This is an optimization exercise on Yosys and OpenROAD, whose aim is small area, a short achievable clock period and few clock cycles per item, not a production implementation.
Only simulation tests tie the RTL to the original design; equivalence was not proved.
Power and IR drop assume default switching activity.

==> run a: inputs <==
==> flow/design.v <==
`timescale 1ns / 1ps
package rtol_pkg;
	localparam int MAX_REGIONS = 16;
	localparam int MAX_ENTRIES = 64;
	localparam int RIDX_W = (MAX_REGIONS > 1) ? $clog2(MAX_REGIONS) : 1;
	localparam int RCNT_W = $clog2(MAX_REGIONS + 1);
	localparam int ECNT_W = $clog2(MAX_ENTRIES + 1);
	localparam logic FUNC_LOOKUP = 1'b0;
	localparam logic FUNC_INSERT = 1'b1;
	localparam logic [1:0] STATUS_DONE    = 2'd0;
	localparam logic [1:0] STATUS_OVERLAP = 2'd1;
	localparam logic [1:0] STATUS_FULL    = 2'd2;
	typedef struct packed {
		logic [15:0] lo;
		logic [15:0] hi;
	} region_t;
	typedef struct packed {
		logic [RIDX_W-1:0] owner;
		logic [15:0]       hlo;
		logic [15:0]       hhi;
		logic [15:0]       pitch;
		logic [15:0]       yaw;
	} entry_t;
	typedef struct packed {
		logic              insert;
		logic [15:0]       dlo;
		logic [15:0]       dhi;
		logic [15:0]       hlo;
		logic [15:0]       hhi;
		logic [15:0]       pitch;
		logic [15:0]       yaw;
		logic              found;
		logic [RIDX_W-1:0] ridx;
		logic              hit;
	} token_t;
	localparam int REGION_W = 32;
	localparam int ENTRY_W  = RIDX_W + 64;
	localparam int TOKEN_W  = 103 + RIDX_W - 4;
endpackage
`timescale 1ns / 1ps
module range_table_offset_lookup (
	input  logic        clk,
	input  logic        arst_n,
	input  logic        in_valid,
	output logic        in_ready,
	input  logic        func,
	input  logic [15:0] dist_low,
	input  logic [15:0] dist_high,
	input  logic signed [15:0] height_low,
	input  logic signed [15:0] height_high,
	input  logic signed [15:0] pitch_in,
	input  logic signed [15:0] yaw_in,
	input  logic [15:0] query_dist,
	input  logic signed [15:0] query_height,
	output logic        out_valid,
	input  logic        out_ready,
	output logic [1:0]  status,
	output logic        hit,
	output logic signed [15:0] pitch_out,
	output logic signed [15:0] yaw_out
);
	localparam int NR    = rtol_pkg::MAX_REGIONS;
	localparam int NE    = rtol_pkg::MAX_ENTRIES;
	localparam int RW    = rtol_pkg::RIDX_W;
	localparam int RL    = 8;             
	localparam int NRING = NE / RL;
	localparam int NPEND = 4;
	localparam int NS    = NE + NPEND;    
	localparam int EW    = RW + 64;       
	function automatic logic le16(input logic [15:0] nx, input logic [15:0] y);
		logic c;
		c = 1'b1;
		for (int i = 0; i < 16; i++) begin
			c = (nx[i] & y[i]) | (nx[i] & c) | (y[i] & c);
		end
		le16 = c;
	endfunction
	logic [NR-1:0][15:0]   rnlo;     
	logic [NR-1:0][15:0]   rhi;
	logic [NR-1:0]         rlive;    
	logic [RW-1:0]         rcnt;     
	logic [6:0]            ecnt;     
	logic [NE-1:0][EW-1:0]    ent;
	logic [NE-1:0]            ev;
	logic [NPEND-1:0][EW-1:0] pen;
	logic [NPEND-1:0]         pv;
	logic [NS-1:0][EW-1:0] sd;
	logic [NS-1:0]         sv;
	assign sd = {pen, ent};
	assign sv = {pv, ev};
	logic        v0, f0;
	logic [15:0] nlo0, dhi0, slo0, shi0, pit0, yaw0;
	logic          v1, f1;
	logic [15:0]   nlo1, dhi1, slo1, shi1, pit1, yaw1;
	logic [NS-1:0] hm1;      
	logic          found1;   
	logic [RW-1:0] ridx1;    
	logic          rmb1;     
	logic          hmb1;     
	logic          lc;       
	logic          lnew;     
	logic [RW-1:0] lown;     
	logic [31:0]   lpy;      
	logic rdy;
	assign in_ready = rdy;
	always_ff @(posedge clk or negedge arst_n) begin
		if (!arst_n) begin
			v0 <= 1'b0;
		end else begin
			v0 <= in_valid && rdy;
		end
	end
	always_ff @(posedge clk) begin
		f0   <= func;
		nlo0 <= ~(func ? dist_low : query_dist);
		dhi0 <= func ? dist_high : query_dist;
		slo0 <= {1'b0, 15'h7fff} ^ (func ? height_low : query_height);
		shi0 <= {1'b1, 15'h0000} ^ (func ? height_high : query_height);
		pit0 <= pitch_in;
		yaw0 <= yaw_in;
	end
	logic [NR-1:0] rm, rfirst;
	logic [NS-1:0] hm;
	logic [RW-1:0] ridx;
	always_comb begin
		for (int r = 0; r < NR; r++) begin
			rm[r] = rlive[r] && le16(rnlo[r], dhi0) && le16(nlo0, rhi[r]);
		end
		for (int r = 0; r < NR; r++) begin
			rfirst[r] = rm[r];
			for (int k = 0; k < r; k++) begin
				if (rm[k]) rfirst[r] = 1'b0;
			end
		end
		ridx = '0;
		for (int r = 0; r < NR; r++) begin
			if (rfirst[r]) ridx = ridx | RW'(r);
		end
		for (int s = 0; s < NS; s++) begin
			hm[s] = sv[s] && le16(sd[s][63:48], shi0) && le16(slo0, sd[s][47:32]);
		end
	end
	always_ff @(posedge clk or negedge arst_n) begin
		if (!arst_n) begin
			v1 <= 1'b0;
		end else begin
			v1 <= v0;
		end
	end
	always_ff @(posedge clk) begin
		f1     <= f0;
		nlo1   <= nlo0;
		dhi1   <= dhi0;
		slo1   <= slo0;
		shi1   <= shi0;
		pit1   <= pit0;
		yaw1   <= yaw0;
		hm1    <= hm;
		found1 <= |rm;
		ridx1  <= ridx;
		rmb1   <= v1 && f1 && le16(nlo1, dhi0) && le16(nlo0, dhi1);
		hmb1   <= v1 && f1 && le16(slo1, shi0) && le16(slo0, shi1);
	end
	logic          rb;        
	logic          efound;
	logic [RW-1:0] eidx;
	logic          pend;      
	logic [NS-1:0] hmt;       
	logic [NS-1:0] em2;
	logic          any;
	logic [15:0]   mp, my;
	logic [1:0]    st;
	logic          commit;
	logic [NR-1:0] rslot;
	always_comb begin
		for (int r = 0; r < NRING; r++) begin
			for (int k = 0; k < RL; k++) begin
				hmt[r*RL+k] = hm1[r*RL + (k + RL - 1) % RL];
			end
		end
		for (int j = 0; j < NPEND; j++) begin
			hmt[NE+j] = hm1[NE+j];
		end
		rb     = rmb1 && lnew;
		efound = found1 || rb;
		eidx   = found1 ? ridx1 : (rb ? lown : rcnt);
		pend   = hmb1 && lc && (found1 ? (lown == ridx1) : rb);
		for (int s = 0; s < NS; s++) begin
			em2[s] = hmt[s] && found1 && (sd[s][EW-1:64] == ridx1);
		end
		any = (|em2) || pend;
		mp = pend ? lpy[31:16] : 16'd0;
		my = pend ? lpy[15:0] : 16'd0;
		for (int s = 0; s < NS; s++) begin
			mp = mp | (sd[s][31:16] & {16{em2[s]}});
			my = my | (sd[s][15:0] & {16{em2[s]}});
		end
		st = rtol_pkg::STATUS_DONE;
		if (f1) begin
			if (efound) begin
				if (any) st = rtol_pkg::STATUS_OVERLAP;
				else if (ecnt[6]) st = rtol_pkg::STATUS_FULL;
			end else if (rlive[NR-1] || ecnt[6]) begin
				st = rtol_pkg::STATUS_FULL;
			end
		end
		commit = v1 && f1 && (st == rtol_pkg::STATUS_DONE);
		for (int r = 0; r < NR; r++) begin
			rslot[r] = !rlive[r] && ((r == 0) || rlive[(r + NR - 1) % NR]);
		end
	end
	logic [NRING-1:0] rfree, rsel, rsel_n;
	logic             anyfree, anyfree_n;
	logic [NPEND-1:0] psel, palloc;
	logic             pwait;
	logic [EW-1:0]    newe, w;
	logic             place, push;
	logic [NPEND-1:0] pv_n;
	logic             pv_two;    
	always_comb begin
		for (int r = 0; r < NRING; r++) begin
			rfree[r] = !ev[r*RL + RL - 2];
		end
		anyfree_n = |rfree;
		for (int r = 0; r < NRING; r++) begin
			rsel_n[r] = rfree[r];
			for (int k = 0; k < r; k++) begin
				if (rfree[k]) rsel_n[r] = 1'b0;
			end
		end
		pwait = |pv;
		for (int j = 0; j < NPEND; j++) begin
			psel[j] = pv[j];
			palloc[j] = !pv[j];
			for (int k = 0; k < j; k++) begin
				if (pv[k]) psel[j] = 1'b0;
				if (!pv[k]) palloc[j] = 1'b0;
			end
		end
		newe = {eidx, slo1, shi1, pit1, yaw1};
		w = newe;
		for (int j = 0; j < NPEND; j++) begin
			if (psel[j]) w = pen[j];
		end
		place = anyfree && (pwait || commit);
		push  = commit && (pwait || !anyfree);
		for (int j = 0; j < NPEND; j++) begin
			pv_n[j] = (pv[j] && !(psel[j] && anyfree)) || (palloc[j] && push);
		end
		pv_two = 1'b0;
		for (int j = 0; j < NPEND; j++) begin
			for (int k = 0; k < j; k++) begin
				if (pv_n[j] && pv_n[k]) pv_two = 1'b1;
			end
		end
	end
	always_ff @(posedge clk) begin
		for (int r = 0; r < NRING; r++) begin
			ent[r*RL] <= rsel[r] ? w : ent[r*RL + RL - 1];
			for (int k = 1; k < RL; k++) begin
				ent[r*RL+k] <= ent[r*RL+k-1];
			end
		end
		for (int j = 0; j < NPEND; j++) begin
			if (palloc[j]) pen[j] <= newe;
		end
		lpy <= {pit1, yaw1};
	end
	always_ff @(posedge clk or negedge arst_n) begin
		if (!arst_n) begin
			ev <= '0;
			pv <= '0;
		end else begin
			for (int r = 0; r < NRING; r++) begin
				ev[r*RL] <= (rsel[r] && place) || ev[r*RL + RL - 1];
				for (int k = 1; k < RL; k++) begin
					ev[r*RL+k] <= ev[r*RL+k-1];
				end
			end
			pv <= pv_n;
		end
	end
	always_ff @(posedge clk or negedge arst_n) begin
		if (!arst_n) begin
			rsel    <= NRING'(1);
			anyfree <= 1'b1;
		end else begin
			rsel    <= rsel_n;
			anyfree <= anyfree_n;
		end
	end
	always_ff @(posedge clk) begin
		for (int r = 0; r < NR; r++) begin
			if (rslot[r]) begin
				rnlo[r] <= nlo1;
				rhi[r] <= dhi1;
			end
		end
	end
	always_ff @(posedge clk or negedge arst_n) begin
		if (!arst_n) begin
			rlive <= '0;
			ecnt  <= '0;
			rcnt  <= '0;
			lc    <= 1'b0;
			lnew  <= 1'b0;
			lown  <= '0;
		end else begin
			lc   <= commit;
			lnew <= commit && !efound;
			lown <= eidx;
			if (commit) begin
				ecnt <= ecnt + 7'd1;
			end
			if (commit && !efound) begin
				rlive <= {rlive[NR-2:0], 1'b1};
				rcnt  <= rcnt + RW'(1);
			end
		end
	end
	logic [34:0]      res;
	logic [3:0][34:0] q;
	logic [1:0]       qwp, qrp, qrp_n;
	logic [2:0]       qcnt, qleft;
	logic             ov;
	logic [34:0]      oreg;
	logic             take;
	assign res   = {st, !f1 && any, f1 ? 16'd0 : mp, f1 ? 16'd0 : my};
	assign take  = ov && out_ready;
	assign qrp_n = qrp + {1'b0, take};
	assign qleft = qcnt - {2'b0, take};             
	always_ff @(posedge clk) begin
		if (v1) q[qwp] <= res;
		oreg <= (qleft == 3'd0) ? res : q[qrp_n];
	end
	always_ff @(posedge clk or negedge arst_n) begin
		if (!arst_n) begin
			ov   <= 1'b0;
			qwp  <= '0;
			qrp  <= '0;
			qcnt <= '0;
			rdy  <= 1'b0;
		end else begin
			ov   <= (qleft != 3'd0) || v1;
			if (v1) qwp <= qwp + 2'd1;
			qrp  <= qrp_n;
			qcnt <= qleft + {2'b0, v1};
			rdy  <= ({1'b0, qleft} + {3'b0, v1} + {3'b0, v0} + {3'b0, in_valid && rdy}) < 4'd4
				&& !pv_two;
		end
	end
	assign out_valid = ov;
	assign {status, hit, pitch_out, yaw_out} = oreg;
endmodule
==> flow/flow/run.sh <==
#!/bin/bash
# The standard layout, with the port buffers made of buf_4 cells instead of the default delay
# buffer, so the paths to the outputs are not held back by a slow output buffer.
set -euo pipefail
bash standard.sh BUFFER_PORTS_ARGS="-buffer_cell sky130_fd_sc_hd__buf_4" finish > standard.log 2>&1
==> flow/standard.sh <==
#!/bin/bash
# synth_recipe.tcl (not shown) runs the flow's synth.tcl, then flattens the netlist and writes it again
# the make line also repeats each setting of config.mk as NAME=value (left out here)
make -C /OpenROAD-flow-scripts/flow DESIGN_CONFIG=/design/flow/config.mk WORK_HOME=/design/flow/orfs CLKGATE_MAP_FILE= SYNTH_SCRIPT=/design/flow/synth_recipe.tcl "${@:-finish}"
==> flow/config.mk <==
export PLATFORM = sky130hd
export DESIGN_NAME = range_table_offset_lookup
export DESIGN_NICKNAME = range_table_offset_lookup
export VERILOG_FILES = /design/flow/design.v
export SDC_FILE = /design/flow/constraint.sdc
export NUM_CORES = 4
export LEC_CHECK = 0
export CAP_MARGIN = 20
export CORE_MARGIN = 2
export CORE_UTILIZATION = 30
export SETUP_SLACK_MARGIN = 4.7
export SLEW_MARGIN = 20
==> flow/constraint.sdc <==
create_clock -name core_clock -period 8.0 [get_ports {clk}]
set_input_delay 1.6000 -clock core_clock [delete_from_list [all_inputs] [get_ports {clk}]]
set_output_delay 1.6000 -clock core_clock [all_outputs]
set_load 0.01 [all_outputs]
==> inputs of run b, as changes to run a <==
--- a/flow/design.v
+++ b/flow/design.v
@@ -62,9 +62,9 @@
 	localparam int NR    = rtol_pkg::MAX_REGIONS;
 	localparam int NE    = rtol_pkg::MAX_ENTRIES;
 	localparam int RW    = rtol_pkg::RIDX_W;
-	localparam int RL    = 8;             
+	localparam int RL    = 4;             
 	localparam int NRING = NE / RL;
-	localparam int NPEND = 4;
+	localparam int NPEND = 3;
 	localparam int NS    = NE + NPEND;    
 	localparam int EW    = RW + 64;       
 	function automatic logic le16(input logic [15:0] nx, input logic [15:0] y);
@@ -216,7 +216,6 @@
 	logic [EW-1:0]    newe, w;
 	logic             place, push;
 	logic [NPEND-1:0] pv_n;
-	logic             pv_two;    
 	always_comb begin
 		for (int r = 0; r < NRING; r++) begin
 			rfree[r] = !ev[r*RL + RL - 2];
@@ -247,12 +246,6 @@
 		for (int j = 0; j < NPEND; j++) begin
 			pv_n[j] = (pv[j] && !(psel[j] && anyfree)) || (palloc[j] && push);
 		end
-		pv_two = 1'b0;
-		for (int j = 0; j < NPEND; j++) begin
-			for (int k = 0; k < j; k++) begin
-				if (pv_n[j] && pv_n[k]) pv_two = 1'b1;
-			end
-		end
 	end
 	always_ff @(posedge clk) begin
 		for (int r = 0; r < NRING; r++) begin
@@ -346,7 +339,7 @@
 			qrp  <= qrp_n;
 			qcnt <= qleft + {2'b0, v1};
 			rdy  <= ({1'b0, qleft} + {3'b0, v1} + {3'b0, v0} + {3'b0, in_valid && rdy}) < 4'd4
-				&& !pv_two;
+				&& (pv_n == '0);
 		end
 	end
 	assign out_valid = ov;
--- a/flow/config.mk
+++ b/flow/config.mk
@@ -8,5 +8,7 @@
 export CAP_MARGIN = 20
 export CORE_MARGIN = 2
 export CORE_UTILIZATION = 30
-export SETUP_SLACK_MARGIN = 4.7
+export CTS_CLUSTER_DIAMETER = 150
+export CTS_CLUSTER_SIZE = 20
+export SETUP_SLACK_MARGIN = 4.6
 export SLEW_MARGIN = 20
==> inputs of run c, as changes to run a <==
--- a/flow/design.v
+++ b/flow/design.v
@@ -62,9 +62,9 @@
 	localparam int NR    = rtol_pkg::MAX_REGIONS;
 	localparam int NE    = rtol_pkg::MAX_ENTRIES;
 	localparam int RW    = rtol_pkg::RIDX_W;
-	localparam int RL    = 8;             
+	localparam int RL    = 4;             
 	localparam int NRING = NE / RL;
-	localparam int NPEND = 4;
+	localparam int NPEND = 3;
 	localparam int NS    = NE + NPEND;    
 	localparam int EW    = RW + 64;       
 	function automatic logic le16(input logic [15:0] nx, input logic [15:0] y);
@@ -209,23 +209,22 @@
 			rslot[r] = !rlive[r] && ((r == 0) || rlive[(r + NR - 1) % NR]);
 		end
 	end
-	logic [NRING-1:0] rfree, rsel, rsel_n;
-	logic             anyfree, anyfree_n;
+	logic [NRING-1:0] rfree, rsel;
+	logic             anyfree;
 	logic [NPEND-1:0] psel, palloc;
 	logic             pwait;
 	logic [EW-1:0]    newe, w;
 	logic             place, push;
 	logic [NPEND-1:0] pv_n;
-	logic             pv_two;    
 	always_comb begin
 		for (int r = 0; r < NRING; r++) begin
-			rfree[r] = !ev[r*RL + RL - 2];
+			rfree[r] = !ev[r*RL + RL - 1];
 		end
-		anyfree_n = |rfree;
+		anyfree = |rfree;
 		for (int r = 0; r < NRING; r++) begin
-			rsel_n[r] = rfree[r];
+			rsel[r] = rfree[r];
 			for (int k = 0; k < r; k++) begin
-				if (rfree[k]) rsel_n[r] = 1'b0;
+				if (rfree[k]) rsel[r] = 1'b0;
 			end
 		end
 		pwait = |pv;
@@ -247,12 +246,6 @@
 		for (int j = 0; j < NPEND; j++) begin
 			pv_n[j] = (pv[j] && !(psel[j] && anyfree)) || (palloc[j] && push);
 		end
-		pv_two = 1'b0;
-		for (int j = 0; j < NPEND; j++) begin
-			for (int k = 0; k < j; k++) begin
-				if (pv_n[j] && pv_n[k]) pv_two = 1'b1;
-			end
-		end
 	end
 	always_ff @(posedge clk) begin
 		for (int r = 0; r < NRING; r++) begin
@@ -280,15 +273,6 @@
 			pv <= pv_n;
 		end
 	end
-	always_ff @(posedge clk or negedge arst_n) begin
-		if (!arst_n) begin
-			rsel    <= NRING'(1);
-			anyfree <= 1'b1;
-		end else begin
-			rsel    <= rsel_n;
-			anyfree <= anyfree_n;
-		end
-	end
 	always_ff @(posedge clk) begin
 		for (int r = 0; r < NR; r++) begin
 			if (rslot[r]) begin
@@ -319,34 +303,40 @@
 		end
 	end
 	logic [34:0]      res;
-	logic [3:0][34:0] q;
-	logic [1:0]       qwp, qrp, qrp_n;
-	logic [2:0]       qcnt, qleft;
-	logic             ov;
+	logic [2:0][34:0] bq;       
+	logic [1:0]       bwp, brp;
+	logic [1:0]       bcnt;
+	logic             ov;       
 	logic [34:0]      oreg;
-	logic             take;
-	assign res   = {st, !f1 && any, f1 ? 16'd0 : mp, f1 ? 16'd0 : my};
-	assign take  = ov && out_ready;
-	assign qrp_n = qrp + {1'b0, take};
-	assign qleft = qcnt - {2'b0, take};             
+	logic             take, load, from_b, to_b;
+	assign res    = {st, !f1 && any, f1 ? 16'd0 : mp, f1 ? 16'd0 : my};
+	assign take   = ov && out_ready;
+	assign load   = !ov || take;                   
+	assign from_b = load && (bcnt != 2'd0);        
+	assign to_b   = v1 && !(load && bcnt == 2'd0);  
 	always_ff @(posedge clk) begin
-		if (v1) q[qwp] <= res;
-		oreg <= (qleft == 3'd0) ? res : q[qrp_n];
+		if (from_b) begin
+			oreg <= bq[brp];
+		end else if (load && v1) begin
+			oreg <= res;
+		end
+		if (to_b) bq[bwp] <= res;
 	end
 	always_ff @(posedge clk or negedge arst_n) begin
 		if (!arst_n) begin
 			ov   <= 1'b0;
-			qwp  <= '0;
-			qrp  <= '0;
-			qcnt <= '0;
+			bwp  <= '0;
+			brp  <= '0;
+			bcnt <= '0;
 			rdy  <= 1'b0;
 		end else begin
-			ov   <= (qleft != 3'd0) || v1;
-			if (v1) qwp <= qwp + 2'd1;
-			qrp  <= qrp_n;
-			qcnt <= qleft + {2'b0, v1};
-			rdy  <= ({1'b0, qleft} + {3'b0, v1} + {3'b0, v0} + {3'b0, in_valid && rdy}) < 4'd4
-				&& !pv_two;
+			ov   <= !load || from_b || v1;
+			if (to_b) bwp <= (bwp == 2'd2) ? 2'd0 : bwp + 2'd1;
+			if (from_b) brp <= (brp == 2'd2) ? 2'd0 : brp + 2'd1;
+			bcnt <= bcnt + {1'b0, to_b} - {1'b0, from_b};
+			rdy  <= ({1'b0, bcnt} + {2'b0, to_b} - {2'b0, from_b}
+				+ {2'b0, !load || from_b || v1} + {2'b0, v0} + {2'b0, in_valid && rdy}) < 3'd4
+				&& (pv_n == '0);
 		end
 	end
 	assign out_valid = ov;
==> flow/run.sh (new file) <==
#!/bin/bash
# synth_recipe.tcl (not shown) runs the flow's synth.tcl, then flattens the netlist and writes it again
# the make line also repeats each setting of config.mk as NAME=value (left out here)
make -C /OpenROAD-flow-scripts/flow DESIGN_CONFIG=/design/flow/config.mk WORK_HOME=/design/flow/orfs CLKGATE_MAP_FILE= SYNTH_SCRIPT=/design/flow/synth_recipe.tcl finish
--- a/flow/config.mk
+++ b/flow/config.mk
@@ -8,5 +8,5 @@
 export CAP_MARGIN = 20
 export CORE_MARGIN = 2
 export CORE_UTILIZATION = 30
-export SETUP_SLACK_MARGIN = 4.7
+export SETUP_SLACK_MARGIN = 4.2
 export SLEW_MARGIN = 20
removed: flow/flow/run.sh
removed: flow/standard.sh
==> summary of the runs <==
Between run b and run a, the lower register-to-register slack is in run a (gap 0.09 ns).
Fmax: run c < run a < run b.
Power: run a > run c > run b.
Between run c and run a, the lower non-clock buffer count is in run c (gap 294).
Between run a and run c, the lower flip-flop and latch count is in run c (gap 115).
Worst hold slack: run a < run b < run c.
==> figures <==
quantity	run a	run c	run b
Clk tree area frac	8.48%	8.01%	4.13%
M1 GR Usage	26.4%	27.0%	27.0%
Simple-gate portion of the synthesized area	5.58%	10.1%	8.01%
Layout sequential cell count	5733	5618	5671
Run status	timing/DRC/antenna clean	timing/DRC/antenna clean	timing/DRC/antenna clean
Area taken by flip-flops and latches	124000 µm²	121000 µm²	122000 µm²
First-iteration detailed-routing DRC count	18200	19700	20900
Post-detailed-placement cell area	200000 µm²	209000 µm²	202000 µm²
Layout-to-synthesis area ratio	1.242x	1.168x	1.159x
Combinational fraction of design power	14.8%	14.4%	16.1%
Top-area cell type share of the netlist area	50.3%	47.7%	49.7%
Post-synthesis sequential element count	5733	5618	5671
Relative slew slack	8.35%	19.7%	15.2%
HPWL reported at the end of detailed placement	402000 µm	440000 µm	423000 µm
Testbench counts of run a, summed over its fixed seeds: cycles 2,081, items 2,048.
Testbench counts of run b, summed over its fixed seeds: cycles 2,103, items 2,048.
Testbench counts of run c, summed over its fixed seeds: cycles 2,103, items 2,048.

[what the ideal ports hide]
In the flow no input, the clock included, has a driving cell. The finished layouts below were timed again as built, in two steps.
Step 1, drivers: a clkbuf_16 drives clk and a buf_2 each remaining input, both assumed.
Step 2 also shifts input and output timing later by t, the mid clock arrival at the registers, as if the neighbouring blocks saw the same clock.
a / b / c = ideal / step 1 / step 2; a / b = the first two.
run | t (ns) | slack for setup (ns) | worst hold slack (ns) | latest minus earliest clock arrival (ns) | slew at the worst register clock pin (ns)
run a | 1.218 | 4.247 / 4.247 / 3.907 | 0.261 / 0.261 / 0.261 | 0.157 / 0.157 | 0.08 / 0.08
run b | 1.170 | 4.339 / 4.339 / 3.788 | 0.274 / 0.274 / 0.274 | 0.114 / 0.115 | 0.09 / 0.09
run c | 1.208 | 4.062 / 4.062 / 3.344 | 0.295 / 0.295 / 0.295 | 0.078 / 0.077 | 0.08 / 0.08
After both steps setup and hold are still met in every run listed. The setup slack of run c, which loses most, moves by 0.000 ns with the drivers and by -0.718 ns with both steps.
